Background: an optimization exercise with open tools, aiming at small area and a short achievable clock period. Do not read the settings as production practice.
At most, simulation tests tie the RTL to the original design; equivalence was not proved.
Power figures rest on the tool's default switching activity, not on a simulated workload.

Design riscv_ex_mem_wb, start of the top module:
module riscv_ex_mem_wb #(
   parameter int DMEM_WORDS = 64
) (
   input  logic        clk,
   input  logic        reset,
   input  logic [31:0] PC_ID,
   input  logic [31:0] IMM_ID,
   input  logic [31:0] REG_DATA1_ID,
   input  logic [31:0] REG_DATA2_ID,
   input  logic [2:0]  FUNCT3_ID,
   input  logic [6:0]  FUNCT7_ID,
   input  logic [6:0]  OPCODE_ID,
   input  logic [4:0]  RD_ID,
   input  logic [4:0]  RS1_ID,
   input  logic [4:0]  RS2_ID,
   output logic        IF_ID_write,
   output logic        PC_write,
   output logic        PCSrc,
   output logic [31:0] PC_Branch,
   output logic        RegWrite_WB,
   output logic [31:0] ALU_DATA_WB,
   output logic [4:0]  RD_WB
);
   localparam int AW = $clog2(DMEM_WORDS);
   localparam logic [6:0] OP_R  = 7'b0110011;
   localparam logic [6:0] OP_I  = 7'b0010011;
   localparam logic [6:0] OP_LW = 7'b0000011;
   localparam logic [6:0] OP_SW = 7'b0100011;
   localparam logic [6:0] OP_BR = 7'b1100011;
   logic        id_wr, id_ld, id_st, id_br, id_bne, id_imm_sel, uses_rs2;
   logic        id_add, id_sub, id_and, id_or, id_xor, id_slt, id_sll, id_srl;
   logic [31:0] id_a, id_b;
   logic        stall, load_id;
   logic        idex_wr, idex_wa, idex_ld, idex_st, idex_br, idex_bne;
   logic        idex_sub, idex_and, idex_or, idex_xor, idex_slt, idex_sh, idex_srl;
   logic        idex_hz;                  
   logic        fa_ex, fa_wb, fb_ex, fb_wb, ob_ex, ob_wb;
   logic [31:0] idex_a, idex_b, idex_opb, idex_tgt;
   logic [4:0]  idex_rd;
   logic [31:0] fwd_a, fwd_b, alu_b, alu_res, sum, sh_in, sh_out;
   logic        slt, taken;
   logic        exmem_wr, exmem_ld, exmem_st, pcsrc_q, squash;
   logic [31:0] exmem_alu, exmem_store, exmem_target;
   logic [4:0]  exmem_rd;
   logic [31:0]          dmem [DMEM_WORDS];
   logic [DMEM_WORDS-1:0] dvalid;
   logic [AW-1:0]        mem_addr;
   logic [31:0]          load_data;
   logic                 rw_q;
   logic [31:0]          memwb_data;
  ...
Size in the first run: about 6000 cells after synthesis, ~2400 flip-flops, ~240 I/O pins, ~0.094 mm^2 of cells after synthesis.
==> flow/config.mk <==
export PLATFORM = sky130hd
export DESIGN_NAME = riscv_ex_mem_wb
export DESIGN_NICKNAME = riscv_ex_mem_wb
export VERILOG_FILES = /design/flow/design.v
export SDC_FILE = /design/flow/constraint.sdc
export NUM_CORES = 4
export LEC_CHECK = 0
export CAP_MARGIN = 20
export CORE_MARGIN = 2
export CORE_UTILIZATION = 40
export SETUP_SLACK_MARGIN = 4.0
export SLEW_MARGIN = 20
==> flow/constraint.sdc <==
create_clock -name core_clock -period 7.2 [get_ports {clk}]
set_input_delay 1.4400 -clock core_clock [delete_from_list [all_inputs] [get_ports {clk}]]
set_output_delay 1.4400 -clock core_clock [all_outputs]
set_load 0.01 [all_outputs]
run.sh (not shown) runs the stock make flow with config.mk's settings and CLKGATE_MAP_FILE= SYNTH_SCRIPT=/design/flow/synth_recipe.tcl, a recipe that flattens the netlist after the stock synthesis.
The first run ran to the end with no violations.
Next try:
Settings changed: CTS_BUF_LIST from default to sky130_fd_sc_hd__clkbuf_8, CTS_CLUSTER_SIZE from default to 24.
Result: Utilization is lower by 0.16 points. Sequential cell count does not change. Register-to-register slack gains 0.15 ns. Non-clock buffer count rose by 23. Sequential share of layout area is higher by 0.20 points. Wire length grows slightly. First-iteration DRC count went up slightly. Count of clock-buffer cells in the layout is higher by 137. Power shrinks by a few percent. Hold slack is worse by 0.19 ns.
Next try:
Settings changed: CTS_BUF_LIST sky130_fd_sc_hd__clkbuf_8 to default, CTS_CLUSTER_SIZE 24 to default, SETUP_SLACK_MARGIN 4.0 to 3.0.
Effect:
- The changed run produced a clean layout
- synthesized area is unchanged
- core utilization came out lower by 2.6 points
- worst hold slack gains 0.19 ns
- clock power came out higher by about 6%
- cell count came out lower by 6.0%
Function was not checked in any run of this note: the RTL went through the layout flow alone.

job 101:
riscv_ex_mem_wb, a different RTL version from the one above (not shown whole).
Size: about 2400 flip-flops, roughly 240 I/O pins, about 94000 um2 of cells after synthesis.
clock: 7.2 ns
lec_check: 0
cap_margin: 20
core_margin: 2
core_utilization: 40
cts_cluster_diameter: 80
cts_cluster_size: 26
setup_slack_margin: 3.6
slew_margin: 20
standard.sh (not shown) runs the stock make flow with config.mk's settings and CLKGATE_MAP_FILE= SYNTH_SCRIPT=/design/flow/synth_recipe.tcl, a recipe that flattens the netlist after the stock synthesis.
==> flow/flow/run.sh <==
#!/bin/bash
# The standard layout, with two changes to how it is made:
#  - plain buffers (buf_2) on the ports instead of the delay-cell buffers buffer_ports picks
#    by default (every port still gets its own buffer);
#  - no adder-cell mapping in synthesis (ADDER_MAP_FILE empty), so ABC maps the RTL's
#    prefix adders itself. Registers are untouched by this.
set -euo pipefail
export BUFFER_PORTS_ARGS="-buffer_cell sky130_fd_sc_hd__buf_2"
export ADDER_MAP_FILE=""
bash standard.sh > standard_flow.log 2>&1
#### Input delta (job 102 over job 101)
Settings: changing SETUP_SLACK_MARGIN from 3.6 to 3.45; setting TNS_END_PERCENT to 10 for the first time.
### Flow results
Compared with job 101, in job 102 pre-CTS worst setup slack went up by 130 ps; fmax lost 2.2%; share of the final layout cell area in sequential cells rose by 1.4 points; design area -2.2%; post-CTS setup repair buffer count went down about 70%.
Job 102: full flow OK, the timing, design-rule and antenna checks passed

## raven
The RTL this note starts from:
==> flow/design.v <==
module riscv_ex_mem_wb #(
   parameter int DMEM_WORDS = 64
) (
   input  logic        clk,
   input  logic        reset,
   input  logic [31:0] PC_ID,
   input  logic [31:0] IMM_ID,
   input  logic [31:0] REG_DATA1_ID,
   input  logic [31:0] REG_DATA2_ID,
   input  logic [2:0]  FUNCT3_ID,
   input  logic [6:0]  FUNCT7_ID,
   input  logic [6:0]  OPCODE_ID,
   input  logic [4:0]  RD_ID,
   input  logic [4:0]  RS1_ID,
   input  logic [4:0]  RS2_ID,
   output logic        IF_ID_write,
   output logic        PC_write,
   output logic        PCSrc,
   output logic [31:0] PC_Branch,
   output logic        RegWrite_WB,
   output logic [31:0] ALU_DATA_WB,
   output logic [4:0]  RD_WB
);
   localparam int AW  = $clog2(DMEM_WORDS);
   localparam int LO  = (AW + 1) / 2;      
   localparam int HI  = AW - LO;           
   localparam int NLO = 1 << LO;
   localparam int NHI = 1 << HI;
   localparam logic [6:0] OP_R  = 7'b0110011;
   localparam logic [6:0] OP_I  = 7'b0010011;
   localparam logic [6:0] OP_LW = 7'b0000011;
   localparam logic [6:0] OP_SW = 7'b0100011;
   localparam logic [6:0] OP_BR = 7'b1100011;
   logic        id_wr, id_ld, id_st, id_br, id_bne, id_imm_sel, uses_rs2;
   logic        id_add, id_sub, id_and, id_or, id_xor, id_slt, id_sll, id_srl;
   logic [31:0] id_a, id_b;
   logic        stall, load_id;
   logic        idex_wr, idex_wa, idex_ld, idex_st, idex_br, idex_bne;
   logic        idex_sub, idex_and, idex_or, idex_xor, idex_slt, idex_sh, idex_srl, idex_tgo;
   logic        idex_hz;                  
   logic        fa_ex, fa_wb, fb_ex, fb_wb, ob_ex, ob_wb;
   logic [31:0] idex_a, idex_b, idex_opb;
   logic [4:0]  idex_rd;
   logic [31:0] fwd_a, fwd_b, alu_b, alu_res, sum, sh_in, sh_out;
   logic        slt, taken;
   logic        exmem_wr, exmem_ld, exmem_st, pcsrc_q, squash;
   logic [31:0] exmem_alu, exmem_store;
   logic [NHI-1:0] rd_hi, wr_hi;
   logic [NLO-1:0] wd_lo;      
   logic [4:0]  exmem_rd;
   logic [31:0]          dmem [DMEM_WORDS];
   logic [DMEM_WORDS-1:0] dvalid;
   logic [31:0]          load_data;
   logic                 rw_q;
   logic [31:0]          memwb_data;
   logic [4:0]           memwb_rd;
   always_comb begin
      id_wr = 1'b0; id_ld = 1'b0; id_st = 1'b0; id_br = 1'b0; id_bne = 1'b0;
      id_imm_sel = 1'b0;
      id_add = 1'b0; id_sub = 1'b0; id_and = 1'b0; id_or = 1'b0; id_xor = 1'b0;
      id_slt = 1'b0; id_sll = 1'b0; id_srl = 1'b0;
      case (OPCODE_ID)
         OP_R: begin
            id_wr = 1'b1;
            case (FUNCT3_ID)
               3'b000:  if (FUNCT7_ID == 7'b0100000) id_sub = 1'b1; else id_add = 1'b1;
               3'b111:  id_and = 1'b1;
               3'b110:  id_or  = 1'b1;
               3'b100:  id_xor = 1'b1;
               3'b010:  id_slt = 1'b1;
               3'b001:  id_sll = 1'b1;
               3'b101:  id_srl = 1'b1;
               default: id_wr  = 1'b0;
            endcase
         end
         OP_I: begin
            id_wr      = 1'b1;
            id_imm_sel = 1'b1;
            case (FUNCT3_ID)
               3'b000:  id_add = 1'b1;
               3'b111:  id_and = 1'b1;
               3'b110:  id_or  = 1'b1;
               3'b100:  id_xor = 1'b1;
               3'b010:  id_slt = 1'b1;
               default: id_wr  = 1'b0;
            endcase
         end
         OP_LW: begin
            id_imm_sel = 1'b1;
            id_add     = 1'b1;
            if (FUNCT3_ID == 3'b010) begin
               id_wr = 1'b1;
               id_ld = 1'b1;
            end
         end
         OP_SW: begin
            id_imm_sel = 1'b1;
            id_add     = 1'b1;
            id_st      = (FUNCT3_ID == 3'b010);
         end
         OP_BR: begin
            id_br  = (FUNCT3_ID == 3'b000) || (FUNCT3_ID == 3'b001);
            id_bne = FUNCT3_ID[0];
         end
         default: ;
      endcase
   end
   always_comb begin
      uses_rs2    = (OPCODE_ID == OP_R) || (OPCODE_ID == OP_SW) || (OPCODE_ID == OP_BR);
      stall       = idex_hz && ((idex_rd == RS1_ID) || (uses_rs2 && (idex_rd == RS2_ID)));
      load_id     = !(pcsrc_q || squash || stall);
      IF_ID_write = !stall;
      PC_write    = !stall;
      id_a        = (RegWrite_WB && (RD_WB == RS1_ID)) ? ALU_DATA_WB : REG_DATA1_ID;
      id_b        = (RegWrite_WB && (RD_WB == RS2_ID)) ? ALU_DATA_WB : REG_DATA2_ID;
   end
   always_ff @(posedge clk or negedge reset) begin
      if (!reset) begin
         idex_wr <= 1'b0; idex_wa <= 1'b0; idex_ld <= 1'b0; idex_st <= 1'b0;
         idex_br <= 1'b0; idex_hz <= 1'b0;
         fa_ex <= 1'b0; fa_wb <= 1'b0; fb_ex <= 1'b0; fb_wb <= 1'b0;
         ob_ex <= 1'b0; ob_wb <= 1'b0;
         exmem_wr <= 1'b0; exmem_ld <= 1'b0; exmem_st <= 1'b0;
         pcsrc_q <= 1'b0; squash <= 1'b0; rw_q <= 1'b0;
         rd_hi <= '0; wr_hi <= '0;
      end else begin
         idex_wr <= load_id && id_wr;
         idex_wa <= load_id && id_wr && !id_ld;
         idex_ld <= load_id && id_ld;
         idex_st <= load_id && id_st;
         idex_br <= load_id && id_br;
         idex_hz <= load_id && id_ld && (RD_ID != 5'd0) && !pcsrc_q &&
                    !(idex_br && taken);
         fa_ex <= (RS1_ID != 5'd0) && idex_wa && !pcsrc_q && (idex_rd == RS1_ID);
         fa_wb <= (RS1_ID != 5'd0) && exmem_wr && (exmem_rd == RS1_ID);
         fb_ex <= (RS2_ID != 5'd0) && idex_wa && !pcsrc_q && (idex_rd == RS2_ID);
         fb_wb <= (RS2_ID != 5'd0) && exmem_wr && (exmem_rd == RS2_ID);
         ob_ex <= !id_imm_sel && (RS2_ID != 5'd0) && idex_wa && !pcsrc_q && (idex_rd == RS2_ID);
         ob_wb <= !id_imm_sel && (RS2_ID != 5'd0) && exmem_wr && (exmem_rd == RS2_ID);
         exmem_wr <= idex_wr && !pcsrc_q;
         exmem_ld <= idex_ld && !pcsrc_q;
         exmem_st <= idex_st && !pcsrc_q;
         pcsrc_q  <= idex_br && !pcsrc_q && taken;
         squash   <= pcsrc_q;
         rw_q     <= exmem_wr && (exmem_rd != 5'd0);
         for (int k = 0; k < NHI; k++) begin
            rd_hi[k] <= idex_ld && !pcsrc_q && (sum[2+LO +: HI] == k[HI-1:0]);
            wr_hi[k] <= idex_st && !pcsrc_q && (sum[2+LO +: HI] == k[HI-1:0]);
         end
      end
   end
   always_ff @(posedge clk) begin
      idex_bne <= id_bne;
      idex_sub <= id_sub || id_slt;
      idex_and <= id_and;
      idex_or  <= id_or;
      idex_xor <= id_xor;
      idex_slt <= id_slt;
      idex_sh  <= id_sll || id_srl;
      idex_srl <= id_srl;
      idex_a   <= id_a;
      idex_b   <= id_b;
      idex_tgo <= id_br;
      idex_opb <= id_br ? PC_ID + IMM_ID : id_imm_sel ? IMM_ID : id_b;
      idex_rd  <= RD_ID;
   end
   always_comb begin
      fwd_a = fa_ex ? exmem_alu : fa_wb ? ALU_DATA_WB : idex_a;
      fwd_b = fb_ex ? exmem_alu : fb_wb ? ALU_DATA_WB : idex_b;
      alu_b = ob_ex ? exmem_alu : ob_wb ? ALU_DATA_WB : idex_opb;
      sum   = fwd_a + (alu_b ^ {32{idex_sub}}) + {31'd0, idex_sub};
      slt   = (fwd_a[31] ^ alu_b[31]) ? fwd_a[31] : sum[31];
      for (int i = 0; i < 32; i++) sh_in[i] = idex_srl ? fwd_a[31-i] : fwd_a[i];
      sh_out = sh_in << alu_b[4:0];
      if (idex_and)      alu_res = fwd_a & alu_b;
      else if (idex_or)  alu_res = fwd_a | alu_b;
      else if (idex_xor) alu_res = fwd_a ^ alu_b;
      else if (idex_slt) alu_res = {31'd0, slt};
      else if (idex_tgo) alu_res = idex_opb;
      else if (idex_sh)  for (int i = 0; i < 32; i++) alu_res[i] = idex_srl ? sh_out[31-i] : sh_out[i];
      else               alu_res = sum;
      taken = idex_bne ^ (fwd_a == fwd_b);
   end
   always_ff @(posedge clk) begin
      exmem_alu    <= alu_res;
      exmem_store  <= fwd_b;
      exmem_rd     <= idex_rd;
      for (int k = 0; k < NLO; k++) wd_lo[k] <= (sum[2 +: LO] == k[LO-1:0]);
   end
   assign PCSrc     = pcsrc_q;
   assign PC_Branch = exmem_alu;
   always_comb begin
      load_data = '0;
      for (int i = 0; i < DMEM_WORDS; i++)
         if (rd_hi[i/NLO] && wd_lo[i%NLO] && dvalid[i]) load_data = load_data | dmem[i];
   end
   for (genvar i = 0; i < DMEM_WORDS; i++) begin : g_word
      always_ff @(posedge clk or negedge reset) begin
         if (!reset)                                     dvalid[i] <= 1'b0;
         else if (wr_hi[i/NLO] && wd_lo[i%NLO])              dvalid[i] <= 1'b1;
      end
      always_ff @(posedge clk) begin
         if (wr_hi[i/NLO] && wd_lo[i%NLO]) dmem[i] <= exmem_store;
      end
   end
   always_ff @(posedge clk) begin
      memwb_data <= load_data | (exmem_ld ? 32'd0 : exmem_alu);
      memwb_rd   <= exmem_rd;
   end
   assign RegWrite_WB = rw_q;
   assign ALU_DATA_WB = memwb_data;
   assign RD_WB       = memwb_rd;
endmodule
export LEC_CHECK = 0
export CAP_MARGIN = 20
export CORE_MARGIN = 2
export CORE_UTILIZATION = 40
export CTS_CLUSTER_DIAMETER = 80
export CTS_CLUSTER_SIZE = 26
export SETUP_SLACK_MARGIN = 3.2
export SLEW_MARGIN = 20
create_clock -name core_clock -period 7.2 [get_ports {clk}]
run.sh (not shown) runs the stock make flow with config.mk's settings and CLKGATE_MAP_FILE= SYNTH_SCRIPT=/design/flow/synth_recipe.tcl, a recipe that flattens the netlist after the stock synthesis.
Stock flow here: none of the scripts above is used.
raven finished all stages; the layout is clean.
## Diff of input files: yarrow against raven
==> flow/flow/run.sh (new file) <==
#!/bin/bash
# The standard layout, with plain buffers (buf_2) on the ports instead of the delay-cell
# buffers buffer_ports picks by default. Every port still gets its own buffer.
set -euo pipefail
export BUFFER_PORTS_ARGS="-buffer_cell sky130_fd_sc_hd__buf_2"
bash standard.sh > standard_flow.log 2>&1
==> flow/standard.sh (new file) <==
#!/bin/bash
# synth_recipe.tcl (not shown) runs the flow's synth.tcl, then flattens the netlist and writes it again
# the make line also repeats each setting of config.mk as NAME=value (left out here)
make -C /OpenROAD-flow-scripts/flow DESIGN_CONFIG=/design/flow/config.mk WORK_HOME=/design/flow/orfs CLKGATE_MAP_FILE= SYNTH_SCRIPT=/design/flow/synth_recipe.tcl "${@:-finish}"
removed: flow/run.sh
The sequential share of layout area in yarrow was higher than what raven gave.
Side by side, first-pass GRT wire length turned out lower in yarrow than in raven.
Across both runs, time the worst path needs with I/O delays and setup was lower for yarrow than for raven.
In yarrow, the proportion of power drawn by combinational gates came out 0.3 points above the value in raven.
Sort raven and yarrow by average wire per standard cell desc -> top: raven
Relative to raven, hold slack decreased by 0.010 ns in yarrow.
After detailed routing, raven needs more wire than yarrow.
Number of rows created at floorplan: raven vs yarrow identical
Fraction of power spent switching nets on yarrow is up relative to raven.
Headroom to the max-slew limit: yarrow > raven
Power consumption ended up about 2.7% lower on yarrow than on raven.

what the ideal ports hide:
In the flow no input, the clock included, has a driving cell. The finished layouts below were timed again as built, in two steps. Step 1: set_driving_cell puts a clkbuf_16 on clk and a buf_2 on each other input, an assumption about the parent block. Step 2 moves the port delays by t, midway between the first and last clock arrival at a register: inputs arrive t later, outputs are due t later. That takes back most of the time a late clock gives input paths. Three values: ideal ports, drivers, drivers and shift; two values: the first two.
| run | t (ns) | slack for setup (ns) | worst register clock-pin slew, ns |
|---|---|---|---|
| the first run of note 1 | 0.994 | 3.145 / 3.063 / 3.063 | 0.07 / 0.07 |
| the second run of note 1 | 1.204 | 3.150 / 3.066 / 2.897 | 0.08 / 0.08 |
| the third run of note 1 | 0.980 | 2.800 / 2.800 / 2.332 | 0.08 / 0.08 |
| job 101 | 0.915 | 3.102 / 3.102 / 2.491 | 0.11 / 0.11 |
| job 102 | 0.915 | 3.012 / 3.012 / 2.489 | 0.11 / 0.11 |
| raven | 0.932 | 2.905 / 2.905 / 2.590 | 0.11 / 0.11 |
| yarrow | 0.908 | 3.135 / 3.135 / 2.579 | 0.11 / 0.11 |
After both steps every run listed still meets setup and hold. For job 101, which loses most, drivers alone change the setup slack by 0.000 ns; drivers and shift together by -0.611 ns.
